Source: an optimization exercise on an open RTL-to-GDS flow (aim: small area). Production flows keep margins and buffers that such runs may drop.
The RTL was checked by simulation tests, not by an equivalence proof against the original design.
Power and IR drop assume default switching activity.

$ cat flow/config.mk
export PLATFORM = sky130hd
export DESIGN_NAME = fifo_ctl_top
export DESIGN_NICKNAME = fifo_ctl_top
export VERILOG_FILES = /design/flow/design.v
export SDC_FILE = /design/flow/constraint.sdc
export NUM_CORES = 4
export LEC_CHECK = 0
export CAP_MARGIN = 20
export CORE_MARGIN = 2
export CORE_UTILIZATION = 40
export SLEW_MARGIN = 20
$ cat flow/constraint.sdc
create_clock -name core_clock -period 6.5 [get_ports {clk}]
set_input_delay 1.3000 -clock core_clock [delete_from_list [all_inputs] [get_ports {clk}]]
set_output_delay 1.3000 -clock core_clock [all_outputs]
set_load 0.01 [all_outputs]
$ cat flow/design.v
package com_pkg;
    typedef enum logic [1:0] {
        TLP  = 2'b00,                      
        CFG  = 2'b01,                      
        LOOP = 2'b10,                      
        CMD  = 2'b11                       
    } link_type_e;
    localparam logic [7:0] LINK_MAGIC = 8'h77;    
    typedef struct packed {
        logic [1:0] rsvd;                  
        logic       write;                 
        logic       read;                  
    } link_flags_t;
    typedef struct packed {
        logic [31:0] payload;              
        logic [15:0] addr;                 
        link_flags_t flags;                
        logic [1:0]  ctx;                  
        link_type_e  ltype;                
        logic [7:0]  magic;                
    } link_word_t;
    typedef struct packed {
        logic [31:0] data;
        logic        first;
        logic        last;
    } tlp_beat_t;
    typedef struct packed {
        logic [31:0] data;
        logic [1:0]  ctx;
        link_type_e  tag;                  
    } tx_item_t;
endpackage
package ctl_pkg;
    typedef enum logic {
        READ  = 1'b0,
        WRITE = 1'b1
    } cmd_op_e;
    typedef struct packed {
        cmd_op_e     op;
        logic [15:0] addr;                 
        logic [15:0] mask;                 
        logic [15:0] value;
    } ctl_cmd_t;
    localparam int RO_BITS  = 128;
    localparam int RW_BITS  = 128;
    localparam int RO_BYTES = RO_BITS / 8;        
    localparam int RW_BYTES = RW_BITS / 8;        
    localparam logic [15:0] RO_MAGIC = 16'hab89;  
    localparam logic [15:0] RW_MAGIC = 16'hefcd;  
    localparam int RWPOS_SEND_EN = 17;            
    localparam int RWPOS_SEND_CNT = 32;
    localparam int SEND_CNT_BITS  = 16;
    localparam logic [15:0] SEND_ADDR = 16'hfffe;
    localparam int ADDR_RW_BIT = 15;
    localparam int REG_BITS = 16;
endpackage
`timescale 1ns/1ns
module sync_fifo #(
    parameter int WIDTH = 32,
    parameter int DEPTH = 16,                  
    parameter bit EARLY = 1'b1                 
) (
    input  logic             clk,
    input  logic             rst,
    input  logic             i_push,
    input  logic [WIDTH-1:0] i_din,
    input  logic             i_rd_en,
    output logic [WIDTH-1:0] o_dout,
    output logic             o_valid,
    output logic             o_afull
);
    localparam int AW = $clog2(DEPTH);
    logic [WIDTH-1:0] mem [DEPTH];
    logic [AW-1:0]    wr_ptr, wr_ptr_nx;
    logic [AW-1:0]    rd_ptr;
    logic [AW:0]      count, count_nx;
    logic             do_wr;
    logic             do_rd;
    assign do_wr = i_push && (count != (AW+1)'(DEPTH));    
    assign do_rd = i_rd_en && o_valid;
    always_comb begin
        o_dout = '0;
        for (int i = 0; i < DEPTH; i++) begin
            if (rd_ptr == AW'(i)) o_dout = o_dout | mem[i];
        end
    end
    assign o_valid = (count != '0);
    assign o_afull = (count >= (AW+1)'(DEPTH - 2));
    assign wr_ptr_nx = wr_ptr + AW'(do_wr);
    assign count_nx  = count + (AW+1)'(do_wr) - (AW+1)'(do_rd);
    generate
        if (EARLY) begin : g_early
            always_ff @(posedge clk) begin
                if (count_nx != (AW+1)'(DEPTH)) mem[wr_ptr_nx] <= i_din;
            end
        end else begin : g_late
            always_ff @(posedge clk) begin
                if (count != (AW+1)'(DEPTH)) mem[wr_ptr] <= i_din;
            end
        end
    endgenerate
    always_ff @(posedge clk) begin
        if (rst) begin
            wr_ptr <= '0;
            rd_ptr <= '0;
            count  <= '0;
        end else begin
            wr_ptr <= wr_ptr_nx;
            if (do_rd) rd_ptr <= rd_ptr + 1'b1;
            count  <= count_nx;
        end
    end
endmodule
`timescale 1ns/1ns
import com_pkg::*;
import ctl_pkg::*;
module rx_router (
    input  logic                clk,
    input  logic                rst,
    input  com_pkg::link_word_t i_host_word,
    input  logic                i_host_valid,
    output com_pkg::tlp_beat_t  o_tlp_tx,
    output logic                o_tlp_tx_valid,
    output logic [33:0]         o_loop_item,       
    output logic                o_loop_wr,
    output logic [36:0]         o_cmd,             
    output logic                o_cmd_wr
);
    logic        word_ok;
    logic        cmd_rd;
    logic        cmd_wr_ok;
    logic [33:0] stage;
    logic [15:0] mask;
    logic [15:0] value;
    assign word_ok   = i_host_valid && (i_host_word.magic == LINK_MAGIC);
    assign cmd_rd    = i_host_word.flags.read;
    assign cmd_wr_ok = i_host_word.flags.write && i_host_word.addr[ADDR_RW_BIT];
    always_ff @(posedge clk) begin
        if (rst) begin
            o_tlp_tx_valid <= 1'b0;
            o_loop_wr      <= 1'b0;
            o_cmd_wr       <= 1'b0;
        end else begin
            o_tlp_tx_valid <= word_ok && (i_host_word.ltype == TLP);
            o_loop_wr      <= word_ok && (i_host_word.ltype == LOOP);
            o_cmd_wr       <= word_ok && (i_host_word.ltype == CMD) && (cmd_rd || cmd_wr_ok);
        end
    end
    always_ff @(posedge clk) begin
        stage <= {i_host_word.payload, i_host_word.ctx};
    end
    assign o_tlp_tx    = stage;
    assign o_loop_item = stage;
    assign mask  = {i_host_word.payload[7:0], i_host_word.payload[15:8]};
    assign value = {i_host_word.payload[23:16], i_host_word.payload[31:24]};
    always_comb begin
        o_cmd[36]    = !cmd_rd;                            
        o_cmd[35:32] = i_host_word.addr[3:0];
        o_cmd[15:0]  = value;
        if (cmd_rd)                                 o_cmd[31:16] = i_host_word.addr;
        else if (i_host_word.addr[14:4] == 11'd0)   o_cmd[31:16] = mask;
        else                                        o_cmd[31:16] = '0;
    end
endmodule
`timescale 1ns/1ns
import com_pkg::*;
import ctl_pkg::*;
module ctl_regfile (
    input  logic        clk,
    input  logic        rst,
    input  logic [36:0] i_cmd,
    input  logic        i_cmd_valid,
    input  logic        i_resp_afull,
    output logic        o_cmd_rd_en,
    output logic [20:0] o_resp,
    output logic        o_resp_wr
);
    logic [RW_BITS-1:0]       rw;
    logic [7:0]               rw_byte [17];
    logic                     op_wr;
    logic [3:0]               a;
    logic [15:0]              f_mask;
    logic [15:0]              f_value;
    logic [15:0]              f_addr;
    logic                     cmd_read;
    logic                     cmd_write;
    logic                     rd_rw;
    logic [SEND_CNT_BITS-1:0] send_cnt;
    logic                     send_go;
    assign op_wr   = i_cmd[36];
    assign a       = i_cmd[35:32];
    assign f_mask  = i_cmd[31:16];
    assign f_addr  = i_cmd[31:16];
    assign f_value = i_cmd[15:0];
    assign o_cmd_rd_en = i_cmd_valid && !i_resp_afull;
    assign cmd_read    = o_cmd_rd_en && !op_wr;
    assign cmd_write   = o_cmd_rd_en && op_wr;
    always_comb begin
        for (int b = 0; b < 16; b++) rw_byte[b] = rw[8*b +: 8];
        rw_byte[16] = 8'h00;
    end
    assign rd_rw    = f_addr[15] && (f_addr[14:4] == 11'd0);
    assign send_cnt = rw[RWPOS_SEND_CNT +: SEND_CNT_BITS];
    assign send_go  = !o_cmd_rd_en && rw[RWPOS_SEND_EN] && (send_cnt != '0) && !i_resp_afull;
    always_comb begin
        o_resp = '0;
        if (send_go) begin
            o_resp[16]   = 1'b1;
            o_resp[15:0] = send_cnt;
        end else if (rd_rw) begin
            o_resp[20]    = 1'b1;
            o_resp[19:16] = f_addr[3:0];
            o_resp[15:0]  = {rw_byte[f_addr[3:0]], rw_byte[5'(f_addr[3:0]) + 5'd1]};
        end else begin
            o_resp[15:0]  = f_addr;
        end
    end
    always_ff @(posedge clk) begin
        if (rst) o_resp_wr <= 1'b0;
        else     o_resp_wr <= cmd_read || send_go;
    end
    always_ff @(posedge clk) begin
        if (rst) begin
            rw                                  <= '0;
            rw[15:0]                            <= RW_MAGIC;
            rw[RWPOS_SEND_CNT +: 32]            <= 32'(RW_BYTES);
        end else if (cmd_write) begin
            for (int b = 0; b < 16; b++) begin
                for (int k = 0; k < 8; k++) begin
                    if (a == 4'(b) && f_mask[k])
                        rw[8*b + k] <= f_value[k];
                    else if (b > 0 && a == 4'(b - 1) && f_mask[8 + k])
                        rw[8*b + k] <= f_value[8 + k];
                end
            end
        end else if (send_go) begin
            rw[RWPOS_SEND_CNT +: SEND_CNT_BITS] <= send_cnt - 1'b1;
        end
    end
endmodule
`timescale 1ns/1ns
import com_pkg::*;
module tx_mux #(
    parameter logic [7:0]  DEVICE_ID     = 8'h00,
    parameter logic [7:0]  VERSION_MAJOR = 8'h00,
    parameter logic [7:0]  VERSION_MINOR = 8'h00,
    parameter logic [31:0] CUSTOM_VALUE  = 32'h0000_0000
) (
    input  logic                clk,
    input  logic                rst,
    input  com_pkg::tlp_beat_t  i_tlp,
    input  logic                i_tlp_valid,
    output logic                o_tlp_rd_en,
    input  logic [20:0]         i_resp,
    input  logic                i_resp_valid,
    output logic                o_resp_rd_en,
    input  logic [33:0]         i_loop,            
    input  logic                i_loop_valid,
    output logic                o_loop_rd_en,
    input  logic                i_host_ready,
    output com_pkg::link_word_t o_host_word,
    output logic                o_host_valid
);
    logic        load;
    logic        pick_valid;
    logic [31:0] resp_data;
    logic [7:0]  ro_byte [17];
    logic [15:0] ro_val;
    logic [31:0] w_data;
    logic [1:0]  w_ctx;
    logic [1:0]  w_tag;
    assign load = !o_host_valid || i_host_ready;
    assign o_tlp_rd_en  = load && i_tlp_valid;
    assign o_resp_rd_en = load && !i_tlp_valid && i_resp_valid;
    assign o_loop_rd_en = load && !i_tlp_valid && !i_resp_valid && i_loop_valid;
    assign pick_valid = i_tlp_valid || i_resp_valid || i_loop_valid;
    assign ro_byte[0]  = ctl_pkg::RO_MAGIC[7:0];
    assign ro_byte[1]  = ctl_pkg::RO_MAGIC[15:8];
    assign ro_byte[2]  = 8'h00;
    assign ro_byte[3]  = 8'h00;
    assign ro_byte[4]  = 8'(ctl_pkg::RO_BYTES);
    assign ro_byte[5]  = 8'h00;
    assign ro_byte[6]  = 8'h00;
    assign ro_byte[7]  = 8'h00;
    assign ro_byte[8]  = VERSION_MAJOR;
    assign ro_byte[9]  = VERSION_MINOR;
    assign ro_byte[10] = DEVICE_ID;
    assign ro_byte[11] = 8'h00;
    assign ro_byte[12] = CUSTOM_VALUE[7:0];
    assign ro_byte[13] = CUSTOM_VALUE[15:8];
    assign ro_byte[14] = CUSTOM_VALUE[23:16];
    assign ro_byte[15] = CUSTOM_VALUE[31:24];
    assign ro_byte[16] = 8'h00;
    assign ro_val = (i_resp[15:4] == 12'd0)
                  ? {ro_byte[i_resp[3:0]], ro_byte[5'(i_resp[3:0]) + 5'd1]} : 16'h0000;
    always_comb begin
        if (i_resp[20])      resp_data = {12'h800, i_resp[19:16], i_resp[15:0]};
        else if (i_resp[16]) resp_data = {ctl_pkg::SEND_ADDR, i_resp[15:0]};
        else                 resp_data = {i_resp[15:0], ro_val};
    end
    always_comb begin
        if (i_tlp_valid) begin
            w_data = i_tlp.data;
            w_ctx  = {i_tlp.first, i_tlp.last};
            w_tag  = TLP;
        end else if (i_resp_valid) begin
            w_data = resp_data;
            w_ctx  = 2'b00;
            w_tag  = CMD;
        end else begin
            w_data = i_loop[33:2];
            w_ctx  = i_loop[1:0];
            w_tag  = LOOP;
        end
    end
    always_ff @(posedge clk) begin
        if (rst) begin
            o_host_valid <= 1'b0;
        end else if (load) begin
            o_host_valid <= pick_valid;
        end
    end
    logic [31:0] hw_data;
    logic [1:0]  hw_ctx;
    logic [1:0]  hw_tag;
    always_ff @(posedge clk) begin
        if (load && pick_valid) begin
            hw_data <= w_data;
            hw_ctx  <= w_ctx;
            hw_tag  <= w_tag;
        end
    end
    assign o_host_word = {hw_data, 16'h0000, 4'h0, hw_ctx, hw_tag, LINK_MAGIC};
endmodule
`timescale 1ns/1ns
import com_pkg::*;
import ctl_pkg::*;
module fifo_ctl_top #(
    parameter logic [7:0]  DEVICE_ID     = 8'h5a,
    parameter logic [7:0]  VERSION_MAJOR = 8'h02,
    parameter logic [7:0]  VERSION_MINOR = 8'h07,
    parameter logic [31:0] CUSTOM_VALUE  = 32'hc0de_1234,
    parameter int          FIFO_DEPTH    = 16
) (
    input  logic                clk,
    input  logic                rst,
    input  com_pkg::link_word_t i_host_word,      
    input  logic                i_host_valid,
    input  logic                i_host_ready,
    output com_pkg::link_word_t o_host_word,      
    output logic                o_host_valid,
    output com_pkg::tlp_beat_t  o_tlp_tx,         
    output logic                o_tlp_tx_valid,
    input  com_pkg::tlp_beat_t  i_tlp_rx,         
    input  logic                i_tlp_rx_valid,
    output logic                o_tlp_rx_rd_en
);
    logic [33:0] loop_in,  loop_out;
    logic        loop_wr,  loop_valid,  loop_rd;
    logic [36:0] cmd_in,   cmd_out;
    logic        cmd_wr,   cmd_valid,   cmd_rd;
    logic [20:0] resp_in,  resp_out;
    logic        resp_wr,  resp_valid,  resp_rd,  resp_afull;
    rx_router rx_router_i (
        .clk, .rst, .i_host_word, .i_host_valid, .o_tlp_tx, .o_tlp_tx_valid,
        .o_loop_item (loop_in), .o_loop_wr (loop_wr), .o_cmd (cmd_in), .o_cmd_wr (cmd_wr)
    );
    sync_fifo #(.WIDTH(34), .DEPTH(FIFO_DEPTH), .EARLY(1'b0)) loop_fifo (
        .clk, .rst, .i_push (loop_wr), .i_din (loop_in), .i_rd_en (loop_rd),
        .o_dout (loop_out), .o_valid (loop_valid), .o_afull ()
    );
    sync_fifo #(.WIDTH(37), .DEPTH(FIFO_DEPTH), .EARLY(1'b1)) cmd_fifo (
        .clk, .rst, .i_push (cmd_wr), .i_din (cmd_in), .i_rd_en (cmd_rd),
        .o_dout (cmd_out), .o_valid (cmd_valid), .o_afull ()
    );
    ctl_regfile ctl_regfile_i (
        .clk, .rst, .i_cmd (cmd_out), .i_cmd_valid (cmd_valid), .i_resp_afull (resp_afull),
        .o_cmd_rd_en (cmd_rd), .o_resp (resp_in), .o_resp_wr (resp_wr)
    );
    sync_fifo #(.WIDTH(21), .DEPTH(FIFO_DEPTH), .EARLY(1'b1)) resp_fifo (
        .clk, .rst, .i_push (resp_wr), .i_din (resp_in), .i_rd_en (resp_rd),
        .o_dout (resp_out), .o_valid (resp_valid), .o_afull (resp_afull)
    );
    tx_mux #(
        .DEVICE_ID (DEVICE_ID), .VERSION_MAJOR (VERSION_MAJOR),
        .VERSION_MINOR (VERSION_MINOR), .CUSTOM_VALUE (CUSTOM_VALUE)
    ) tx_mux_i (
        .clk, .rst,
        .i_tlp (i_tlp_rx), .i_tlp_valid (i_tlp_rx_valid), .o_tlp_rd_en (o_tlp_rx_rd_en),
        .i_resp (resp_out), .i_resp_valid (resp_valid), .o_resp_rd_en (resp_rd),
        .i_loop (loop_out), .i_loop_valid (loop_valid), .o_loop_rd_en (loop_rd),
        .i_host_ready, .o_host_word, .o_host_valid
    );
endmodule
$ cat flow/run.sh
#!/bin/bash
# synth_recipe.tcl (not shown) runs the flow's synth.tcl, then flattens the netlist and writes it again
# the make line also repeats each setting of config.mk as NAME=value (left out here)
make -C /OpenROAD-flow-scripts/flow DESIGN_CONFIG=/design/flow/config.mk WORK_HOME=/design/flow/orfs CLKGATE_MAP_FILE= SYNTH_SCRIPT=/design/flow/synth_recipe.tcl finish
==> results of run 1 <==
[cells in the final DEF, fill, tap and decap left out, types with 48 or more instances in the layout]
cell type,count
a21oi_1,219
a221oi_1,115
a222oi_1,72
a22o_1,121
a22oi_1,368
buf_4,240
clkbuf_16,176
clkdlybuf4s50_1,170
dfxtp_1,202
edfxtp_1,1508
inv_1,48
mux2i_1,191
nand2_1,255
nand3_1,179
nor2_1,310
o21ai_0,181
o22ai_1,70
[power breakdown]
part / total, mW / internal (mW) / leakage, nW / switching [mW]
sequential: 13.4 / 13.1 / 15.6 / 0.295
combinational: 11.6 / 3.48 / 8.30 / 8.11
clock: 9.78 / 5.49 / 2.69 / 4.29
[worst max path at each step]
stage                            start                    to  depth (start not counted)
finish              cmd_fifo.rd_ptr[0]   resp_fifo.mem[8][2]                         14
detailed placement        i_host_ready  resp_fifo.mem[1][12]                         18
floorplan               i_tlp_rx_valid   resp_fifo.mem[0][0]                         17
global placement          i_host_ready  resp_fifo.mem[1][18]                         18
global route        cmd_fifo.rd_ptr[0]   resp_fifo.mem[8][2]                         14
CTS                 cmd_fifo.rd_ptr[0]  resp_fifo.mem[14][8]                         13
[per-stage QoR]
step                setup slack [ns]  utilization [%]
floorplan                       1.21                -
global placement               0.511             43.3
detailed placement             0.599             43.3
CTS                             1.20             46.5
global route                    1.11             46.5
finish                          1.22             46.5
[logic make-up (layout without fill, tap and decap cells)]
| kind of cell | Yosys count | in the layout | synth area share, % |
|---|---|---|---|
| DFF | 1714 | 1714 | 70.0 |
| AOI/OAI and AO/OA | 1445 | 1445 | 14.8 |
| and+or+nand+nor | 1135 | 1135 | 7.68 |
| buffers and inverters | 472 | 802 | 2.88 |
| muxes | 237 | 237 | 3.52 |
| adders and majority gates | 43 | 43 | 0.794 |
| xor gates and xnor gates | 27 | 27 | 0.335 |
| other | 2 | 30 | 0.0106 |
[flip-flops by register name, indices dropped and copies added, names as in the netlist, 5 cells and up]
register           cells
cmd_fifo.mem         592
cmd_fifo.count         5
rx_router_i.stage     34
tx_mux_i.hw_data      32
resp_fifo.mem        336
ctl_regfile_i.rw     128
loop_fifo.mem        544
resp_fifo.count        5
loop_fifo.count        5
[per-layer routing]
metal	vias to the layer above	GRT usage (%)	part of all wire, %
met4	6	10.3	4.2
met5	-	0	0.017
met2	2853	41.4	46
li1	20600	-	-
met3	480	4.76	10
met1	24800	36.1	40
[critical path, stage by stage (launching register included)]
cell and delay, ns:
dfxtp_1 0.47, inv_1 0.13, ha_2 0.47, buf_4 0.34
a222oi_1 0.36, o211ai_1 0.14, a221oi_2 0.73, buf_4 0.39
inv_1 0.25, nor4_1 0.24, nand4_1 0.18, nand4bb_1 0.23
nor4_1 0.70, o21ai_1 0.10, buf_4 0.22
[layout make-up]
type	count	area (um2)
clock inverter	95	783
sequential	1714	49400
fill	15400	94100
multi-input combinational	2915	19800
timing repair buffer	429	3840
clock buffer	226	4720
tap	2340	2930
antenna	2	5.00
inverter	52	195
==> impl_metrics.env, run 1 <==
export IMPL_syn_to_final_growth_pct=15.6
export IMPL_synthTopCellsByCount="edfxtp_1, a22oi_1, nor2_1"
export IMPL_power_leakage_nw=26.6
export IMPL_synth_edf_count=1508
export IMPL_reg2reg_depth=14
export IMPL_hold_ws_ns=0.465
export IMPL_start_util_pct=40.2
export IMPL_reg2reg_to="resp_fifo.mem[8][2]"
export IMPL_setup_viol=0
export IMPL_num_vias=48700
export IMPL_cap_violations=0
export IMPL_root_buffer="clkbuf_16"
export IMPL_hold_viol=0
export IMPL_syn_area_um2=70600
export IMPL_r2r_start="cmd_fifo.rd_ptr[0]"
export IMPL_synth_area_leader_cell="edfxtp_1"
export IMPL_required_ns=7.04
export IMPL_p_per_area_nw_per_um2=426
export IMPL_routed_via_density=6.27
export IMPL_fin_nets=5432
export IMPL_clockBufferDepth=3
export IMPL_clock_fmax_mhz=190
export IMPL_cts_hold_buf=0
export IMPL_yosysWarnings=8
export IMPL_ys_seq_area_share_pct=70.0
export IMPL_fin_area_um2=81700
export IMPL_outcome="complete, no violations"
export IMPL_ys_seq_elements=1714
export IMPL_grt_pass1_vias=46500
export IMPL_io_buffers=173
export IMPL_hold_class="register to register"
export IMPL_htreeDepth=4
export IMPL_dr_pass1_iters=6
export IMPL_ir_drop_v=0.000315
export IMPL_clk_pin_slew_ns=0.06
export IMPL_num_rows=154
export IMPL_ys_dominant_reg_cell="edfxtp_1"
export IMPL_die_width_um=424
export IMPL_instances_no_fill=7773
export IMPL_avgSynthCellArea_um2=13.9
export IMPL_hold_start="ctl_regfile_i.rw[6]"
export IMPL_crit_type="register to register"
export IMPL_post_synth_top_count_cell="edfxtp_1"
export IMPL_period_share_pct=81.2
export IMPL_synth_top_cell_area_share_pct=64.1
export IMPL_num_io_pins=204
export IMPL_antenna_found_initial=17
export IMPL_clock_latency_ns=0.82
export IMPL_gr_total_overflow=0
export IMPL_cp_arrival_ns=5.82
export IMPL_dieArea_um2=180000
export IMPL_holdPathEnd="ctl_regfile_i.rw[6]"
export IMPL_die_h_um=424
export IMPL_drt_first_iter_violations=7208
export IMPL_relSlewSlack_pct=23.7
export IMPL_total_power_mw=34.8
export IMPL_numClockSinks=1714
export IMPL_fin_worst_skew_ns=0.0254
export IMPL_post_cts_resized=0
export IMPL_critPathLaunchType="register"
export IMPL_async_flop_share_pct=0
export IMPL_layout_drive_gt1_share_pct=12.6
export IMPL_grt_max_degree=69
export IMPL_hold_depth=1
export IMPL_gp_congestion=0.949
export IMPL_fin_crit_ns=5.28
export IMPL_postRouteAntennaNets=0
export IMPL_synth_area_leaders="edfxtp_1, dfxtp_1, a22oi_1"
export IMPL_gr_usage_all_layers_pct=26.3
export IMPL_drc=0
export IMPL_tns_ns=0
export IMPL_hpwl_um=146000
export IMPL_wire_per_inst_um=31.1
export IMPL_cts_tree="built"
export IMPL_core_area_um2=176000
export IMPL_ys_types=95
export IMPL_reg2reg_setup_slack_ns=1.22
export IMPL_tightest_slew_ns=1.14
export IMPL_post_cts_buffers=0
export IMPL_dp_cells=7450
export IMPL_crit_fanout=25
export IMPL_synthCells=5075
export IMPL_end_kind="register"
export IMPL_drt_wl_total_um=242000
export IMPL_grt_pass1_wl_um=342000
export IMPL_cts_buffers=174
export IMPL_place_area_um2=76200
export IMPL_slew_violations=0
export IMPL_grt_setup_unrepaired="false"
==> run 2: changes to the inputs <==
--- a/flow/design.v
+++ b/flow/design.v
@@ -53,30 +53,39 @@
     localparam logic [15:0] SEND_ADDR = 16'hfffe;
     localparam int ADDR_RW_BIT = 15;
     localparam int REG_BITS = 16;
+    localparam int CMD_BITS = 31;
 endpackage
 `timescale 1ns/1ns
 module sync_fifo #(
     parameter int WIDTH = 32,
-    parameter int DEPTH = 16,                  
-    parameter bit EARLY = 1'b1                 
+    parameter int DEPTH = 16,
+    parameter int AFULL = 14,                  
+    parameter bit EARLY = 1'b1
 ) (
     input  logic             clk,
     input  logic             rst,
-    input  logic             i_push,
+    input  logic             i_wr,
     input  logic [WIDTH-1:0] i_din,
+    input  logic             i_push,
     input  logic             i_rd_en,
     output logic [WIDTH-1:0] o_dout,
     output logic             o_valid,
     output logic             o_afull
 );
     localparam int AW = $clog2(DEPTH);
+    localparam int CW = $clog2(DEPTH + 1);
     logic [WIDTH-1:0] mem [DEPTH];
     logic [AW-1:0]    wr_ptr, wr_ptr_nx;
     logic [AW-1:0]    rd_ptr;
-    logic [AW:0]      count, count_nx;
+    logic [CW-1:0]    count, count_nx;
     logic             do_wr;
     logic             do_rd;
-    assign do_wr = i_push && (count != (AW+1)'(DEPTH));    
+    logic [AW-1:0]    wr_slot;
+    logic             wr_ok;
+    function automatic logic [AW-1:0] inc(input logic [AW-1:0] p);
+        inc = (p == AW'(DEPTH - 1)) ? '0 : p + 1'b1;
+    endfunction
+    assign do_wr = i_push && (count != CW'(DEPTH));    
     assign do_rd = i_rd_en && o_valid;
     always_comb begin
         o_dout = '0;
@@ -85,20 +94,16 @@
         end
     end
     assign o_valid = (count != '0);
-    assign o_afull = (count >= (AW+1)'(DEPTH - 2));
-    assign wr_ptr_nx = wr_ptr + AW'(do_wr);
-    assign count_nx  = count + (AW+1)'(do_wr) - (AW+1)'(do_rd);
-    generate
-        if (EARLY) begin : g_early
-            always_ff @(posedge clk) begin
-                if (count_nx != (AW+1)'(DEPTH)) mem[wr_ptr_nx] <= i_din;
-            end
-        end else begin : g_late
-            always_ff @(posedge clk) begin
-                if (count != (AW+1)'(DEPTH)) mem[wr_ptr] <= i_din;
-            end
+    assign o_afull = (count >= CW'(AFULL));
+    assign wr_ptr_nx = do_wr ? inc(wr_ptr) : wr_ptr;
+    assign count_nx  = count + CW'(do_wr) - CW'(do_rd);
+    assign wr_slot = EARLY ? wr_ptr_nx : wr_ptr;
+    assign wr_ok   = EARLY ? (count_nx != CW'(DEPTH)) : (count != CW'(DEPTH));
+    always_ff @(posedge clk) begin
+        for (int i = 0; i < DEPTH; i++) begin
+            if (i_wr && wr_ok && wr_slot == AW'(i)) mem[i] <= i_din;
         end
-    endgenerate
+    end
     always_ff @(posedge clk) begin
         if (rst) begin
             wr_ptr <= '0;
@@ -106,7 +111,7 @@
             count  <= '0;
         end else begin
             wr_ptr <= wr_ptr_nx;
-            if (do_rd) rd_ptr <= rd_ptr + 1'b1;
+            if (do_rd) rd_ptr <= inc(rd_ptr);
             count  <= count_nx;
         end
     end
@@ -123,7 +128,7 @@
     output logic                o_tlp_tx_valid,
     output logic [33:0]         o_loop_item,       
     output logic                o_loop_wr,
-    output logic [36:0]         o_cmd,             
+    output logic [CMD_BITS-1:0] o_cmd,             
     output logic                o_cmd_wr
 );
     logic        word_ok;
@@ -151,50 +156,79 @@
     end
     assign o_tlp_tx    = stage;
     assign o_loop_item = stage;
-    assign mask  = {i_host_word.payload[7:0], i_host_word.payload[15:8]};
+    assign mask  = (i_host_word.addr[14:4] == 11'd0)
+                 ? {i_host_word.payload[7:0], i_host_word.payload[15:8]} : 16'h0000;
     assign value = {i_host_word.payload[23:16], i_host_word.payload[31:24]};
+    logic [24:0] groups;
+    for (genvar j = 0; j < 5; j++) begin : g_enc
+        tri3_enc enc_i (.i_mask (mask[3*j +: 3]), .i_value (value[3*j +: 3]),
+                        .o_code (groups[5*j +: 5]));
+    end
+    always_comb begin
+        o_cmd[30:27] = i_host_word.addr[3:0];
+        o_cmd[26:25] = {mask[15], value[15]};
+        o_cmd[24:0]  = groups;
+        if (cmd_rd) begin
+            o_cmd[4:0]   = 5'b11101;
+            o_cmd[20:5]  = i_host_word.addr;
+        end
+    end
+endmodule
+module tri3_enc (
+    input  logic [2:0] i_mask,
+    input  logic [2:0] i_value,
+    output logic [4:0] o_code
+);
+    logic [1:0] t2;
+    assign t2 = {i_mask[2], i_mask[2] & i_value[2]};
     always_comb begin
-        o_cmd[36]    = !cmd_rd;                            
-        o_cmd[35:32] = i_host_word.addr[3:0];
-        o_cmd[15:0]  = value;
-        if (cmd_rd)                                 o_cmd[31:16] = i_host_word.addr;
-        else if (i_host_word.addr[14:4] == 11'd0)   o_cmd[31:16] = mask;
-        else                                        o_cmd[31:16] = '0;
+        case (i_mask[1:0])
+            2'b11:   o_code = {1'b1, i_value[0], i_value[1], t2};
+            2'b00:   o_code = {1'b0, t2, 2'b01};
+            2'b10:   o_code = {1'b0, 1'b0, i_value[1], t2};
+            default: o_code = {1'b0, 1'b1, i_value[0], t2};
+        endcase
     end
 endmodule
 `timescale 1ns/1ns
 import com_pkg::*;
 import ctl_pkg::*;
 module ctl_regfile (
-    input  logic        clk,
-    input  logic        rst,
-    input  logic [36:0] i_cmd,
-    input  logic        i_cmd_valid,
-    input  logic        i_resp_afull,
-    output logic        o_cmd_rd_en,
-    output logic [20:0] o_resp,
-    output logic        o_resp_wr
+    input  logic                clk,
+    input  logic                rst,
+    input  logic [CMD_BITS-1:0] i_cmd,
+    input  logic                i_cmd_valid,
+    input  logic                i_resp_afull,
+    output logic                o_cmd_rd_en,
+    output logic [20:0]         o_resp,
+    output logic                o_resp_wr,
+    output logic                o_resp_new          
 );
     logic [RW_BITS-1:0]       rw;
     logic [7:0]               rw_byte [17];
-    logic                     op_wr;
+    logic                     op_rd;
     logic [3:0]               a;
     logic [15:0]              f_mask;
     logic [15:0]              f_value;
     logic [15:0]              f_addr;
+    logic [7:0]               d_even;           
+    logic [7:0]               d_odd;
     logic                     cmd_read;
     logic                     cmd_write;
     logic                     rd_rw;
     logic [SEND_CNT_BITS-1:0] send_cnt;
     logic                     send_go;
-    assign op_wr   = i_cmd[36];
-    assign a       = i_cmd[35:32];
-    assign f_mask  = i_cmd[31:16];
-    assign f_addr  = i_cmd[31:16];
-    assign f_value = i_cmd[15:0];
+    assign op_rd  = i_cmd[4] && (i_cmd[1:0] == 2'b01);
+    assign a      = i_cmd[30:27];
+    assign f_addr = i_cmd[20:5];
+    for (genvar j = 0; j < 5; j++) begin : g_dec
+        tri3_dec dec_i (.i_code (i_cmd[5*j +: 5]), .o_mask (f_mask[3*j +: 3]),
+                        .o_value (f_value[3*j +: 3]));
+    end
+    assign {f_mask[15], f_value[15]} = i_cmd[26:25];
     assign o_cmd_rd_en = i_cmd_valid && !i_resp_afull;
-    assign cmd_read    = o_cmd_rd_en && !op_wr;
-    assign cmd_write   = o_cmd_rd_en && op_wr;
+    assign cmd_read    = o_cmd_rd_en && op_rd;
+    assign cmd_write   = o_cmd_rd_en && !op_rd;
     always_comb begin
         for (int b = 0; b < 16; b++) rw_byte[b] = rw[8*b +: 8];
         rw_byte[16] = 8'h00;
@@ -202,6 +236,7 @@
     assign rd_rw    = f_addr[15] && (f_addr[14:4] == 11'd0);
     assign send_cnt = rw[RWPOS_SEND_CNT +: SEND_CNT_BITS];
     assign send_go  = !o_cmd_rd_en && rw[RWPOS_SEND_EN] && (send_cnt != '0) && !i_resp_afull;
+    assign o_resp_new = cmd_read || send_go;
     always_comb begin
         o_resp = '0;
         if (send_go) begin
@@ -217,8 +252,10 @@
     end
     always_ff @(posedge clk) begin
         if (rst) o_resp_wr <= 1'b0;
-        else     o_resp_wr <= cmd_read || send_go;
+        else     o_resp_wr <= o_resp_new;
     end
+    assign d_even = a[0] ? f_value[15:8] : f_value[7:0];
+    assign d_odd  = a[0] ? f_value[7:0]  : f_value[15:8];
     always_ff @(posedge clk) begin
         if (rst) begin
             rw                                  <= '0;
@@ -227,10 +264,8 @@
         end else if (cmd_write) begin
             for (int b = 0; b < 16; b++) begin
                 for (int k = 0; k < 8; k++) begin
-                    if (a == 4'(b) && f_mask[k])
-                        rw[8*b + k] <= f_value[k];
-                    else if (b > 0 && a == 4'(b - 1) && f_mask[8 + k])
-                        rw[8*b + k] <= f_value[8 + k];
+                    if ((a == 4'(b) && f_mask[k]) || (b > 0 && a == 4'(b - 1) && f_mask[8 + k]))
+                        rw[8*b + k] <= b[0] ? d_odd[k] : d_even[k];
                 end
             end
         end else if (send_go) begin
@@ -238,6 +273,20 @@
         end
     end
 endmodule
+module tri3_dec (
+    input  logic [4:0] i_code,
+    output logic [2:0] o_mask,
+    output logic [2:0] o_value
+);
+    logic t2_high;                             
+    assign t2_high = !i_code[4] && (i_code[1:0] == 2'b01);
+    assign o_mask[0]  = i_code[4] || (!t2_high && i_code[3]);
+    assign o_value[0] = i_code[4] ? i_code[3] : i_code[2];
+    assign o_mask[1]  = i_code[4] || (!t2_high && !i_code[3]);
+    assign o_value[1] = i_code[2];
+    assign o_mask[2]  = t2_high ? i_code[3] : i_code[1];
+    assign o_value[2] = t2_high ? i_code[2] : i_code[0];
+endmodule
 `timescale 1ns/1ns
 import com_pkg::*;
 module tx_mux #(
@@ -357,28 +406,29 @@
 );
     logic [33:0] loop_in,  loop_out;
     logic        loop_wr,  loop_valid,  loop_rd;
-    logic [36:0] cmd_in,   cmd_out;
+    logic [CMD_BITS-1:0] cmd_in, cmd_out;
     logic        cmd_wr,   cmd_valid,   cmd_rd;
     logic [20:0] resp_in,  resp_out;
-    logic        resp_wr,  resp_valid,  resp_rd,  resp_afull;
+    logic        resp_wr,  resp_valid,  resp_rd,  resp_afull,  resp_new;
     rx_router rx_router_i (
         .clk, .rst, .i_host_word, .i_host_valid, .o_tlp_tx, .o_tlp_tx_valid,
         .o_loop_item (loop_in), .o_loop_wr (loop_wr), .o_cmd (cmd_in), .o_cmd_wr (cmd_wr)
     );
     sync_fifo #(.WIDTH(34), .DEPTH(FIFO_DEPTH), .EARLY(1'b0)) loop_fifo (
-        .clk, .rst, .i_push (loop_wr), .i_din (loop_in), .i_rd_en (loop_rd),
+        .clk, .rst, .i_wr (1'b1), .i_push (loop_wr), .i_din (loop_in), .i_rd_en (loop_rd),
         .o_dout (loop_out), .o_valid (loop_valid), .o_afull ()
     );
-    sync_fifo #(.WIDTH(37), .DEPTH(FIFO_DEPTH), .EARLY(1'b1)) cmd_fifo (
-        .clk, .rst, .i_push (cmd_wr), .i_din (cmd_in), .i_rd_en (cmd_rd),
+    sync_fifo #(.WIDTH(CMD_BITS), .DEPTH(FIFO_DEPTH), .EARLY(1'b1)) cmd_fifo (
+        .clk, .rst, .i_wr (1'b1), .i_push (cmd_wr), .i_din (cmd_in), .i_rd_en (cmd_rd),
         .o_dout (cmd_out), .o_valid (cmd_valid), .o_afull ()
     );
     ctl_regfile ctl_regfile_i (
         .clk, .rst, .i_cmd (cmd_out), .i_cmd_valid (cmd_valid), .i_resp_afull (resp_afull),
-        .o_cmd_rd_en (cmd_rd), .o_resp (resp_in), .o_resp_wr (resp_wr)
+        .o_cmd_rd_en (cmd_rd), .o_resp (resp_in), .o_resp_wr (resp_wr),
+        .o_resp_new (resp_new)
     );
-    sync_fifo #(.WIDTH(21), .DEPTH(FIFO_DEPTH), .EARLY(1'b1)) resp_fifo (
-        .clk, .rst, .i_push (resp_wr), .i_din (resp_in), .i_rd_en (resp_rd),
+    sync_fifo #(.WIDTH(21), .DEPTH(FIFO_DEPTH - 1), .EARLY(1'b1)) resp_fifo (
+        .clk, .rst, .i_wr (resp_new), .i_push (resp_wr), .i_din (resp_in), .i_rd_en (resp_rd),
         .o_dout (resp_out), .o_valid (resp_valid), .o_afull (resp_afull)
     );
     tx_mux #(
==> run 2 against run 1 <==
Compared with the run above:
- register-to-register slack worse by 0.24 ns
- clock-buffer cell count stayed put
- total power is 5.8% lower
- cell count is 5.9% lower
- cell area is 6.7% lower
- first-iteration DRC count is 13% lower
- combinational power is 7% lower
- area after synthesis is 6.5% lower
- routed wire length is 10% lower
- largest cell class unchanged
==> impl_metrics.env, run 2 <==
export IMPL_reg_top3="loop_fifo.mem (544), cmd_fifo.mem (496), resp_fifo.mem (315)"
export IMPL_drc=0
export IMPL_relSlewSlack_pct=23.3
export IMPL_period_share_pct=84.9
export IMPL_reg2reg_depth=12
export IMPL_fin_worst_skew_ns=0.0601
export IMPL_hold_viol=0
export IMPL_seqCellArea_um2=45900
export IMPL_drt_wl_total_um=217000
export IMPL_fillCellCount=14500
export IMPL_ys_seq_area_share_pct=69.5
export IMPL_dr_pass1_iters=6
export IMPL_num_rows=149
export IMPL_cts_hold_buf=0
export IMPL_clk_pin_slew_ns=0.06
export IMPL_synthTopCellsByCount="edfxtp_1, nand2_1, a22oi_1"
export IMPL_setup_viol=0
export IMPL_cap_violations=0
export IMPL_total_power_mw=32.7
export IMPL_numClockSinks=1596
export IMPL_post_cts_resized=0
export IMPL_syn_area_um2=66000
export IMPL_crit_start="cmd_fifo.rd_ptr[0]"
export IMPL_layout_drive_gt1_share_pct=12.4
export IMPL_ys_seq_elements=1596
export IMPL_fin_crit_ns=5.52
export IMPL_p_per_area_nw_per_um2=429
export IMPL_largest_register_ffs=544
export IMPL_synth_xor_area_share_pct=0.252
export IMPL_clock_fmax_mhz=181
export IMPL_crit_type="register to register"
export IMPL_synth_adder_area_share_pct=0.697
export IMPL_synth_simple_gate_area_share_pct=8.22
export IMPL_syn_to_final_growth_pct=15.4
export IMPL_fin_nets=5136
export IMPL_critPathLaunchType="register"
export IMPL_post_cts_buffers=0
export IMPL_synth_top_family_by_area="compound AO/OA/AOI/OAI gates"
export IMPL_yosysWarnings=12
export IMPL_tightest_slew_ns=1.15
export IMPL_num_vias=45500
export IMPL_clockBufferDepth=3
export IMPL_async_flop_share_pct=0
export IMPL_hold_start="ctl_regfile_i.rw[3]"
export IMPL_gp_congestion=0.951
export IMPL_grt_max_degree=117
export IMPL_ir_drop_v=0.000454
export IMPL_wire_per_inst_um=29.7
export IMPL_cts_buffers=163
export IMPL_drt_first_iter_violations=6256
export IMPL_num_io_pins=204
export IMPL_root_buffer="clkbuf_16"
export IMPL_core_area_um2=164000
export IMPL_antenna_found_initial=7
export IMPL_cts_tree="built"
export IMPL_hold_depth=2
export IMPL_synth_area_leader_cell="edfxtp_1"
export IMPL_top_register="loop_fifo.mem"
export IMPL_end_kind="register"
export IMPL_synthCells=4794
export IMPL_synth_compound_area_share_pct=15.0
export IMPL_post_synth_top_count_cell="edfxtp_1"
export IMPL_grt_pass1_vias=43500
export IMPL_io_buffers=173
export IMPL_outcome="complete, no violations"
export IMPL_synth_area_leaders="edfxtp_1, dfxtp_1, a22oi_1"
export IMPL_die_width_um=410
export IMPL_r2r_start="cmd_fifo.rd_ptr[0]"
export IMPL_htreeDepth=4
export IMPL_dieArea_um2=168000
export IMPL_hold_class="register to register"
export IMPL_synth_top_cell_area_share_pct=63.2
export IMPL_muxShareOfSynthArea_pct=3.15
export IMPL_tns_ns=0
export IMPL_synth_edf_count=1391
export IMPL_layout_commonest_cell="edfxtp_1"
export IMPL_final_cell_mix="edfxtp_1, nand2_1, a22oi_1, nor2_1, buf_4"
export IMPL_clock_latency_ns=0.84
export IMPL_gr_usage_all_layers_pct=25.2
export IMPL_gr_total_overflow=0
export IMPL_holdPathEnd="ctl_regfile_i.rw[3]"
export IMPL_ys_types=99
export IMPL_crit_fanout=21
export IMPL_die_h_um=410
export IMPL_required_ns=7.06
export IMPL_grt_pass1_wl_um=310000
export IMPL_reg2reg_setup_slack_ns=0.98
export IMPL_grt_setup_unrepaired="false"
export IMPL_slew_violations=0
export IMPL_postRouteAntennaNets=0
export IMPL_routed_via_density=6.22
export IMPL_power_leakage_nw=25.0
export IMPL_hpwl_um=131000
export IMPL_avgSynthCellArea_um2=13.8
export IMPL_start_util_pct=40.2
export IMPL_multi_input_area_um2=18700
export IMPL_cp_arrival_ns=6.08
export IMPL_ys_dominant_reg_cell="edfxtp_1"
export IMPL_reg2reg_to="resp_fifo.mem[11][1]"
-- run 2: changes by cell type in the layout (fill, tap and decap cells not counted), sizes merged, moves of 35 or more --
| cell | previous run | this run |
|---|---|---|
| o21ai | 192 | 154 |
| mux2i | 191 | 120 |
| a22oi | 368 | 307 |
| o22ai | 70 | 105 |
| buf | 259 | 224 |
| nor2 | 353 | 298 |
| nand2 | 257 | 338 |
| edfxtp | 1508 | 1391 |
-- run 2: through the flow --
| stage | std cells | utilization (%) | worst slack (ns) | hold slack [ns] | instance area (um2) |
|---|---|---|---|---|---|
| 6_report | 7318 | 46.4 | 0.983 | 0.476 | 76200 |
| 2_1_floorplan | 4820 | - | 0.250 | 0.433 | 66100 |
| 3_5_place_dp | 7021 | 43.2 | 1.01 | 0.455 | 71000 |
| 5_1_grt | 7316 | 46.4 | 0.886 | 0.500 | 76200 |
| 4_1_cts | 7314 | 46.3 | 1.28 | 0.471 | 76200 |
| 3_3_place_gp | 7019 | 43.1 | 1.00 | 0.446 | 70900 |
-- run 2: cell families (layout without fill, tap and decap cells) --
logic type | after synthesis | count (layout)
other | 2 | 31
XOR/XNOR | 19 | 19
multiplexers | 190 | 190
buffers and inverters | 445 | 751
AND/OR/NAND/NOR | 1147 | 1147
AO/OA/AOI/OAI | 1360 | 1360
flip-flops | 1596 | 1596
adder cells (fa/ha/maj) | 35 | 35
-- run 2: layer usage --
metal	vias up	track usage, %	part of all wire [%]
li1	19400	-	-
met1	23000	34.2	40
met2	2625	39.6	46
met3	476	4.98	9.8
met4	8	10.5	4.3
met5	-	0	0.026
-- run 2: layout make-up --
class | instances | share of cell area (%)
flip-flops and latches | 1596 | 60.2
diodes | 3 | 0.00985
clock buffers | 226 | 5.85
repair buffers | 395 | 4.57
well taps | 2189 | 3.59
inverters | 63 | 0.310
multi-input cells | 2779 | 24.5
clock inverters | 67 | 1.01
-- run 2: worst max-delay path by stage --
stage / to / slack (ns) / cells past startpoint
floorplan: resp_fifo.mem[9][0] / 0.25 / 16
global placement: resp_fifo.mem[2][16] / 1.0 / 13
detailed placement: resp_fifo.mem[2][16] / 1.01 / 13
CTS: resp_fifo.mem[13][5] / 1.28 / 11
global route: resp_fifo.mem[5][2] / 0.89 / 12
finish: resp_fifo.mem[11][1] / 0.98 / 12
-- run 2: worst max-delay path: stages, from the launching register on --
cell and delay [ns]:
dfxtp_1 0.49, inv_1 0.21, ha_4 0.30, nor2b_1 0.29, a22o_1 0.26, a222oi_1 0.70, and2_1 0.94, nor2_1 0.56
a32oi_1 0.32, o21ai_0 0.12, nor4_1 0.60, a21oi_1 0.16, buf_4 0.23
-- run 2: power by group --
part,switching (mW),total (mW),internal (mW)
Combinational,7.58,10.8,3.25
Clock,4.06,9.19,5.12
Sequential,0.496,12.7,12.2
==> run 3: changes to the inputs <==
--- a/flow/design.v
+++ b/flow/design.v
@@ -76,7 +76,7 @@
     localparam int CW = $clog2(DEPTH + 1);
     logic [WIDTH-1:0] mem [DEPTH];
     logic [AW-1:0]    wr_ptr, wr_ptr_nx;
-    logic [AW-1:0]    rd_ptr;
+    logic [DEPTH-1:0] rd_oh;
     logic [CW-1:0]    count, count_nx;
     logic             do_wr;
     logic             do_rd;
@@ -90,7 +90,7 @@
     always_comb begin
         o_dout = '0;
         for (int i = 0; i < DEPTH; i++) begin
-            if (rd_ptr == AW'(i)) o_dout = o_dout | mem[i];
+            if (rd_oh[i]) o_dout = o_dout | mem[i];
         end
     end
     assign o_valid = (count != '0);
@@ -107,11 +107,11 @@
     always_ff @(posedge clk) begin
         if (rst) begin
             wr_ptr <= '0;
-            rd_ptr <= '0;
+            rd_oh  <= DEPTH'(1);
             count  <= '0;
         end else begin
             wr_ptr <= wr_ptr_nx;
-            if (do_rd) rd_ptr <= inc(rd_ptr);
+            if (do_rd) rd_oh <= {rd_oh[DEPTH-2:0], rd_oh[DEPTH-1]};
             count  <= count_nx;
         end
     end
@@ -205,14 +205,19 @@
     output logic                o_resp_new          
 );
     logic [RW_BITS-1:0]       rw;
-    logic [7:0]               rw_byte [17];
     logic                     op_rd;
     logic [3:0]               a;
     logic [15:0]              f_mask;
     logic [15:0]              f_value;
     logic [15:0]              f_addr;
-    logic [7:0]               d_even;           
-    logic [7:0]               d_odd;
+    logic [7:0]               m_par [2];        
+    logic [7:0]               d_par [2];
+    logic [15:0]              byte_we;
+    logic [7:0]               ev_byte [9];      
+    logic [7:0]               od_byte [8];
+    logic [7:0]               rd_ev;
+    logic [7:0]               rd_od;
+    logic [3:0]               ra;
     logic                     cmd_read;
     logic                     cmd_write;
     logic                     rd_rw;
@@ -230,9 +235,15 @@
     assign cmd_read    = o_cmd_rd_en && op_rd;
     assign cmd_write   = o_cmd_rd_en && !op_rd;
     always_comb begin
-        for (int b = 0; b < 16; b++) rw_byte[b] = rw[8*b +: 8];
-        rw_byte[16] = 8'h00;
-    end
+        for (int i = 0; i < 8; i++) begin
+            ev_byte[i] = rw[16*i +: 8];
+            od_byte[i] = rw[16*i + 8 +: 8];
+        end
+        ev_byte[8] = 8'h00;
+    end
+    assign ra    = f_addr[3:0];
+    assign rd_ev = ev_byte[(5'(ra) + 5'd1) >> 1];
+    assign rd_od = od_byte[ra[3:1]];
     assign rd_rw    = f_addr[15] && (f_addr[14:4] == 11'd0);
     assign send_cnt = rw[RWPOS_SEND_CNT +: SEND_CNT_BITS];
     assign send_go  = !o_cmd_rd_en && rw[RWPOS_SEND_EN] && (send_cnt != '0) && !i_resp_afull;
@@ -244,8 +255,8 @@
             o_resp[15:0] = send_cnt;
         end else if (rd_rw) begin
             o_resp[20]    = 1'b1;
-            o_resp[19:16] = f_addr[3:0];
-            o_resp[15:0]  = {rw_byte[f_addr[3:0]], rw_byte[5'(f_addr[3:0]) + 5'd1]};
+            o_resp[19:16] = ra;
+            o_resp[15:0]  = ra[0] ? {rd_od, rd_ev} : {rd_ev, rd_od};
         end else begin
             o_resp[15:0]  = f_addr;
         end
@@ -254,22 +265,26 @@
         if (rst) o_resp_wr <= 1'b0;
         else     o_resp_wr <= o_resp_new;
     end
-    assign d_even = a[0] ? f_value[15:8] : f_value[7:0];
-    assign d_odd  = a[0] ? f_value[7:0]  : f_value[15:8];
+    assign m_par[0] = a[0] ? f_mask[15:8]  : f_mask[7:0];
+    assign m_par[1] = a[0] ? f_mask[7:0]   : f_mask[15:8];
+    assign d_par[0] = a[0] ? f_value[15:8] : f_value[7:0];
+    assign d_par[1] = a[0] ? f_value[7:0]  : f_value[15:8];
+    always_comb begin
+        for (int b = 0; b < 16; b++)
+            byte_we[b] = cmd_write && ((a == 4'(b)) || (b > 0 && a == 4'(b - 1)));
+    end
     always_ff @(posedge clk) begin
         if (rst) begin
             rw                                  <= '0;
             rw[15:0]                            <= RW_MAGIC;
             rw[RWPOS_SEND_CNT +: 32]            <= 32'(RW_BYTES);
-        end else if (cmd_write) begin
+        end else begin
             for (int b = 0; b < 16; b++) begin
                 for (int k = 0; k < 8; k++) begin
-                    if ((a == 4'(b) && f_mask[k]) || (b > 0 && a == 4'(b - 1) && f_mask[8 + k]))
-                        rw[8*b + k] <= b[0] ? d_odd[k] : d_even[k];
+                    if (byte_we[b] && m_par[b % 2][k]) rw[8*b + k] <= d_par[b % 2][k];
                 end
             end
-        end else if (send_go) begin
-            rw[RWPOS_SEND_CNT +: SEND_CNT_BITS] <= send_cnt - 1'b1;
+            if (send_go) rw[RWPOS_SEND_CNT +: SEND_CNT_BITS] <= send_cnt - 1'b1;
         end
     end
 endmodule
==> run 3 against run 2 <==
Compared with the run above:
- critical path depth up 8
- non-clock buffer count decreased by 53
- global-route usage shrank 1.3 points
- routed wire length fell by 8.2%
- cell count fell by 6.0%
- maximum frequency rose by 7.9%
- critical endpoint is now cmd_fifo.mem[5][7]
- die area fell by 3.1%
- highest routed layer unchanged
- via count decreased by 8.3%
- critical path type unchanged
- still clean
- clock skew shrank 0.012 ns
- flip-flop and latch count up 35
- first-iteration DRC count down 18%
==> impl_metrics.env, run 3 <==
export IMPL_outcome="complete, no violations"
export IMPL_synth_simple_gate_area_share_pct=8.21
export IMPL_dr_pass1_iters=6
export IMPL_dieArea_um2=163000
export IMPL_hpwl_um=116000
export IMPL_antenna_found_initial=8
export IMPL_slew_violations=0
export IMPL_fin_crit_ns=5.11
export IMPL_synth_compound_area_share_pct=13.6
export IMPL_hold_viol=0
export IMPL_drt_wl_total_um=200000
export IMPL_cts_tree="built"
export IMPL_sw_frac_of_total_pct=32.9
export IMPL_power_leakage_nw=24.2
export IMPL_tightest_slew_ns=1.09
export IMPL_synth_top_cell_area_share_pct=65.3
export IMPL_gr_total_overflow=0
export IMPL_end_kind="register"
export IMPL_cts_hold_buf=0
export IMPL_async_flop_share_pct=0
export IMPL_cts_buffers=163
export IMPL_crit_top_cell="inv_1"
export IMPL_layout_drive_gt1_share_pct=12.1
export IMPL_clock_fmax_mhz=196
export IMPL_crit_fanout=20
export IMPL_muxShareOfSynthArea_pct=1.91
export IMPL_pwr_share_clk_pct=31.9
export IMPL_num_vias=41700
export IMPL_total_power_mw=29.7
export IMPL_period_share_pct=78.7
export IMPL_core_area_um2=159000
export IMPL_dp_cells=6573
export IMPL_gr_usage_all_layers_pct=23.9
export IMPL_tns_ns=0
export IMPL_clk_pin_slew_ns=0.06
export IMPL_grt_setup_unrepaired="false"
export IMPL_multi_input_area_um2=16300
export IMPL_hold_class="register to register"
export IMPL_drt_first_iter_violations=5118
export IMPL_seqCellArea_um2=46600
export IMPL_postRouteAntennaNets=0
export IMPL_largest_register_ffs=544
export IMPL_ys_seq_area_share_pct=72.8
export IMPL_reg_top3="loop_fifo.mem (544), cmd_fifo.mem (496), resp_fifo.mem (315)"
export IMPL_worstPathCellList="inv_1 > ha_1 > or3b_2 > o21ai_1 > buf_4 > inv_1 > ha_1 > inv_1 > ha_1 > inv_1 > fa_1 > inv_1 > a21oi_1 > nor2_1 > nor2_1 > xnor2_1 > a31oi_1 > nand2_1 > nor2_4 > buf_4"
export IMPL_start_util_pct=40.3
export IMPL_grt_pass1_wl_um=284000
export IMPL_final_cell_mix="edfxtp_1, nand2_1, a22oi_1, nor2_1, dfxtp_1"
export IMPL_drc=0
export IMPL_gp_congestion=0.871
export IMPL_die_h_um=404
export IMPL_num_rows=146
export IMPL_synth_area_leaders="edfxtp_1, dfxtp_1, a22oi_1"
export IMPL_p_per_area_nw_per_um2=401
export IMPL_clock_latency_ns=0.82
export IMPL_avgSynthCellArea_um2=14.4
export IMPL_fin_util_pct=46.7
export IMPL_clockBufferDepth=3
export IMPL_crit_buf_inv=7
export IMPL_ys_seq_elements=1631
export IMPL_cpMaxStageDelayCell="nor2_4"
export IMPL_post_cts_resized=0
export IMPL_ys_dominant_reg_cell="edfxtp_1"
export IMPL_path_delay_family="simple AND/OR/NAND/NOR gates"
export IMPL_relSlewSlack_pct=26.9
export IMPL_seqPwrFrac_pct=42.5
export IMPL_synth_area_leader_cell="edfxtp_1"
export IMPL_grt_pass1_vias=39700
export IMPL_internal_power_mw=19.9
export IMPL_synth_xor_area_share_pct=0.233
export IMPL_critPathLaunchType="register"
export IMPL_wire_per_inst_um=29.0
export IMPL_setup_viol=0
export IMPL_layout_commonest_cell="edfxtp_1"
export IMPL_synth_top_family_by_area="compound AO/OA/AOI/OAI gates"
export IMPL_top_register="loop_fifo.mem"
export IMPL_pwr_share_comb_pct=25.6
export IMPL_fin_nets=4799
export IMPL_die_width_um=404
export IMPL_yosysWarnings=15
export IMPL_required_ns=6.97
export IMPL_hold_ws_ns=0.460
export IMPL_fin_worst_skew_ns=0.0484
export IMPL_slowest_delay_ns=0.84
export IMPL_grt_max_degree=113
export IMPL_post_synth_top_count_cell="edfxtp_1"
export IMPL_numClockSinks=1631
export IMPL_synthTopCellsByCount="edfxtp_1, nand2_1, a22oi_1"
export IMPL_ir_drop_v=0.000279
export IMPL_syn_area_um2=63900
export IMPL_num_io_pins=204
export IMPL_io_buffers=173
export IMPL_cap_violations=0
export IMPL_synthCells=4442
export IMPL_post_cts_buffers=0
export IMPL_synth_edf_count=1391
export IMPL_instances_no_fill=6880
export IMPL_ys_types=99
export IMPL_cp_arrival_ns=5.58
export IMPL_synth_adder_area_share_pct=0.603
export IMPL_htreeDepth=4
export IMPL_crit_type="register to register"
export IMPL_syn_to_final_growth_pct=15.9
export IMPL_root_buffer="clkbuf_16"
export IMPL_routed_via_density=6.07
export IMPL_fillCellCount=13700
export IMPL_p_switching_mw=9.77
run 3: cell types whose count changed after synthesis, sizes merged, moves of 32 or more:
cell / previous run / this run
dfxtp: 205 / 240
a22o: 116 / 164
buf: 187 / 120
a221oi: 125 / 164
o22ai: 105 / 5
nand3: 154 / 111
nor3: 87 / 119
o21ai: 154 / 121
a21oi: 212 / 165
mux2i: 120 / 87
mux2: 62 / 15
run 3: area by class of cell:
type,instances,share of cell area (%)
Sequential cell,1631,62.9
Multi-Input combinational cell,2479,22.0
Clock buffer,224,6.07
Timing Repair Buffer,342,4.03
Tap cell,2072,3.50
Clock inverter,78,1.24
Inverter,50,0.253
Antenna cell,4,0.0135
run 3: per-stage QoR:
stage	cell area [um2]	worst slack, ns
final	74100	1.39
after CTS	74000	1.24
after global routing	74100	1.10
after floorplan	64000	0.309
after global placement	68600	1.08
after detailed placement	68600	1.15
run 3: cell families after synthesis:
logic type / count (synthesis)
buffers and inverters: 358
muxes: 110
xor gates and xnor gates: 17
adders and majority gates: 29
other: 2
and+or+nand+nor: 1122
DFF: 1631
AOI/OAI and AO/OA: 1173
run 3: worst min-delay path, delay by kind of cell (launching register included):
kind | cells | cell delay [ns]
flops | 1 | 0.31
simple gates | 1 | 0.05
compound gates | 1 | 0.05
run 3: final timing paths:
kind / start / end / slack, ns / depth (start not counted)
setup reg to reg: cmd_fifo.count[3] / cmd_fifo.mem[5][7] / 1.39 / 20
hold reg to reg: ctl_regfile_i.rw[25] / ctl_regfile_i.rw[25] / 0.46 / 2
hold / removal: ctl_regfile_i.rw[25] / ctl_regfile_i.rw[25] / 0.46 / 2
setup / recovery: cmd_fifo.count[3] / cmd_fifo.mem[5][7] / 1.39 / 20
run 3: routing by layer:
layer / wire length [um] / vias to the layer above / track usage (%)
met5: 54 / - / 0
met4: 5340 / 8 / 6.79
met3: 18200 / 328 / 4.26
met2: 94500 / 2157 / 38.8
met1: 81500 / 21300 / 33.0
li1: - / 18000 / -
run 3: power groups by stage:
stage	clock (mW)	sequential, mW	combinational (mW)
3_3_place_gp	0	12.8	7.33
6_report	9.46	12.6	7.62
4_1_cts	9.56	12.6	7.46
5_1_grt	9.99	12.7	8.11
3_5_place_dp	0	12.8	7.43
2_1_floorplan	0	12.8	4.48
==> run 4: changes to the inputs <==
==> flow/flow/run.sh (new file) <==
#!/bin/bash
set -euo pipefail
export CTS_ARGS="-sink_clustering_enable -repair_clock_nets -dont_use_dummy_load -sink_clustering_size 24 -sink_clustering_max_diameter 80 -buf_list sky130_fd_sc_hd__clkbuf_16"
export BUFFER_PORTS_ARGS="-buffer_cell sky130_fd_sc_hd__buf_1"
bash standard.sh > standard.log 2>&1
==> flow/standard.sh (new file) <==
#!/bin/bash
# synth_recipe.tcl (not shown) runs the flow's synth.tcl, then flattens the netlist and writes it again
# the make line also repeats each setting of config.mk as NAME=value (left out here)
make -C /OpenROAD-flow-scripts/flow DESIGN_CONFIG=/design/flow/config.mk WORK_HOME=/design/flow/orfs CLKGATE_MAP_FILE= SYNTH_SCRIPT=/design/flow/synth_recipe.tcl "${@:-finish}"
--- a/flow/config.mk
+++ b/flow/config.mk
@@ -7,5 +7,5 @@
 export LEC_CHECK = 0
 export CAP_MARGIN = 20
 export CORE_MARGIN = 2
-export CORE_UTILIZATION = 40
+export CORE_UTILIZATION = 60
 export SLEW_MARGIN = 20
removed: flow/run.sh
==> run 4 against run 3 <==
Compared with the run above:
- first-iteration DRC count is 1.9% lower
- via count fell by 1.6%
- clock skew increased by 0.036 ns
- worst hold slack gained 0.0028 ns
- total power decreased by 15%
- synthesized cell count did not move
- largest cell class unchanged
- highest routed layer unchanged
==> impl_metrics.env, run 4 <==
export IMPL_ys_seq_area_share_pct=72.8
export IMPL_ir_drop_v=0.000310
export IMPL_drc=0
export IMPL_power_leakage_nw=22.1
export IMPL_outcome="complete, no violations"
export IMPL_async_flop_share_pct=0
export IMPL_synth_edf_count=1391
export IMPL_post_synth_top_count_cell="edfxtp_1"
export IMPL_multi_input_area_um2=16300
export IMPL_cp_depth=17
export IMPL_cts_buffers=80
export IMPL_tightest_slew_ns=1.12
export IMPL_crit_buf_inv=6
export IMPL_crit_type="register to register"
export IMPL_relSlewSlack_pct=24.8
export IMPL_numClockSinks=1631
export IMPL_postRouteAntennaNets=0
export IMPL_drt_wl_total_um=189000
export IMPL_grt_pass1_vias=38400
export IMPL_root_buffer="clkbuf_16"
export IMPL_num_vias=41100
export IMPL_end_kind="register"
export IMPL_synth_top_cell_area_share_pct=65.3
export IMPL_largest_register_ffs=544
export IMPL_syn_to_final_growth_pct=7.43
export IMPL_synthCells=4442
export IMPL_grt_setup_unrepaired="false"
export IMPL_fillCellCount=7736
export IMPL_slew_violations=0
export IMPL_io_buffers=173
export IMPL_final_cell_mix="edfxtp_1, nand2_1, a22oi_1, nor2_1, dfxtp_1"
export IMPL_core_area_um2=106000
export IMPL_tns_ns=0
export IMPL_cp_arrival_ns=5.48
export IMPL_ys_dominant_reg_cell="edfxtp_1"
export IMPL_num_rows=119
export IMPL_start_util_pct=60.6
export IMPL_layout_commonest_cell="edfxtp_1"
export IMPL_synth_compound_area_share_pct=13.6
export IMPL_reg2reg_depth=17
export IMPL_synth_area_leader_cell="edfxtp_1"
export IMPL_synth_adder_area_share_pct=0.603
export IMPL_synth_top_family_by_area="compound AO/OA/AOI/OAI gates"
export IMPL_drt_first_iter_violations=5020
export IMPL_syn_area_um2=63900
export IMPL_gp_congestion=0.893
export IMPL_synth_simple_gate_area_share_pct=8.21
export IMPL_top_register="loop_fifo.mem"
export IMPL_critPathLaunchType="register"
export IMPL_reg_top3="loop_fifo.mem (544), cmd_fifo.mem (496), resp_fifo.mem (315)"
export IMPL_clock_latency_ns=0.70
export IMPL_crit_fanout=17
export IMPL_required_ns=6.85
export IMPL_post_cts_resized=0
export IMPL_clk_pin_slew_ns=0.09
export IMPL_slowest_delay_ns=0.72
export IMPL_cap_violations=0
export IMPL_crit_top_cell="inv_1"
export IMPL_cpMaxStageDelayCell="nor4_2"
export IMPL_dr_pass1_iters=6
export IMPL_yosysWarnings=15
export IMPL_seqCellArea_um2=46600
export IMPL_antenna_found_initial=3
export IMPL_num_io_pins=204
export IMPL_grt_max_degree=82
export IMPL_htreeDepth=3
export IMPL_synth_area_leaders="edfxtp_1, dfxtp_1, a22oi_1"
export IMPL_cts_tree="built"
export IMPL_worstPathCellList="inv_1 > ha_1 > and3_1 > buf_4 > nor2_1 > nand2_1 > inv_1 > ha_1 > inv_1 > ha_1 > inv_1 > fa_1 > xor2_1 > nor4b_1 > or3_1 > nor4_2 > buf_4"
export IMPL_path_delay_family="simple AND/OR/NAND/NOR gates"
export IMPL_ys_types=99
export IMPL_setup_viol=0
export IMPL_dieArea_um2=109000
export IMPL_die_width_um=330
export IMPL_clockBufferDepth=3
export IMPL_p_per_area_nw_per_um2=368
export IMPL_gr_total_overflow=0
export IMPL_gr_usage_all_layers_pct=34.3
export IMPL_muxShareOfSynthArea_pct=1.91
export IMPL_layout_drive_gt1_share_pct=9.05
export IMPL_fin_worst_skew_ns=0.0845
export IMPL_routed_via_density=6.88
export IMPL_hpwl_um=112000
export IMPL_cts_hold_buf=0
export IMPL_grt_pass1_wl_um=269000
export IMPL_wire_per_inst_um=31.6
export IMPL_hold_depth=2
export IMPL_fin_crit_ns=5.13
export IMPL_avgSynthCellArea_um2=14.4
export IMPL_hold_ws_ns=0.462
export IMPL_die_h_um=330
export IMPL_fin_nets=4710
export IMPL_ys_seq_elements=1631
export IMPL_clock_fmax_mhz=195
export IMPL_hold_class="register to register"
export IMPL_synth_xor_area_share_pct=0.233
export IMPL_hold_viol=0
export IMPL_post_cts_buffers=0
export IMPL_synthTopCellsByCount="edfxtp_1, nand2_1, a22oi_1"
export IMPL_period_share_pct=78.9
==> run 4: per-layer routing <==
| layer | up-vias | global-route usage (%) | part of all wire, % |
|---|---|---|---|
| met2 | 2189 | 55.7 | 48 |
| met1 | 20900 | 48.3 | 40 |
| met4 | 6 | 10.8 | 3.5 |
| met5 | - | 0 | 0.020 |
| met3 | 324 | 5.15 | 9.0 |
| li1 | 17600 | - | - |
==> run 4: worst paths after layout <==
check                  startpoint                   end  slack (ns)
max reg2reg    resp_fifo.count[2]  resp_fifo.mem[1][16]        1.37
min reg2reg  ctl_regfile_i.rw[89]  ctl_regfile_i.rw[89]        0.46
min          ctl_regfile_i.rw[89]  ctl_regfile_i.rw[89]        0.46
max            resp_fifo.count[2]  resp_fifo.mem[1][16]        1.37
==> run 4: metrics by stage <==
| step | worst slack (ns) | cell area, um2 | instances | util (%) | power [mW] |
|---|---|---|---|---|---|
| 3_5_place_dp | 0.731 | 66600 | 5886 | 63.1 | 20.0 |
| 4_1_cts | 1.23 | 68600 | 5966 | 65.0 | 25.1 |
| 6_report | 1.37 | 68700 | 5971 | 65.1 | 25.3 |
| 2_1_floorplan | 0.309 | 64000 | 4468 | - | 17.3 |
| 3_3_place_gp | 0.779 | 66600 | 5884 | 63.1 | 19.9 |
| 5_1_grt | 0.985 | 68700 | 5967 | 65.1 | 26.2 |
==> run 4: kinds of logic after synthesis <==
kind of cell,after synthesis
flops,1631
compound gates,1173
simple gates,1122
buf+inv,358
mux,110
fa+ha+maj,29
xor+xnor,17
other cells,2
==> run 4: power breakdown <==
part / switching (mW) / leakage [nW] / total [mW] / internal [mW]
sequential: 0.348 / 14.8 / 12.6 / 12.2
clock: 3.10 / 0.986 / 5.30 / 2.20
combinational: 5.29 / 6.30 / 7.41 / 2.12
total: 8.74 / 22.1 / 25.3 / 16.6
==> run 4: final cells by class <==
cell class	count	share of cell area (%)
clock buffer	80	2.91
timing repair buffer	336	2.73
multi-input combinational	2479	23.7
inverter	50	0.273
tap	1391	2.53
antenna	4	0.0146
sequential	1631	67.9
==> run 4: tightest hold or removal path: stages (launching register included) <==
cell and delay (ns):
dfxtp_1 0.32, nand2_1 0.05, a21oi_1 0.05

## separate check: timing with driven ports
How much do the figures lean on ideal ports? The routed layouts below were timed once more, with nothing changed but the port constraints.
Step 1: set_driving_cell puts a clkbuf_16 on clk and a buf_2 on each other input, an assumption about the parent block.
Step 2, shift: input delay + t, output delay - t, t = (earliest + latest rising clock arrival at the registers) / 2. This alone moves slack from input paths to output paths.
a / b / c = no drivers / after step 1 / after step 2; a / b = the first two.
run | shift t [ns] | slack for setup (ns) | slew at the worst register clock pin (ns)
run 1 | 0.885 | 1.224 / 1.224 / 0.697 | 0.07 / 0.07
run 2 | 0.891 | 0.983 / 0.983 / 0.983 | 0.06 / 0.06
run 3 | 0.877 | 1.387 / 1.387 / 1.095 | 0.07 / 0.07
run 4 | 0.734 | 1.373 / 1.373 / 0.886 | 0.10 / 0.10
After both steps every run listed still meets setup and hold. For run 1, which loses most, drivers alone change the setup slack by 0.000 ns; drivers and shift together by -0.527 ns.
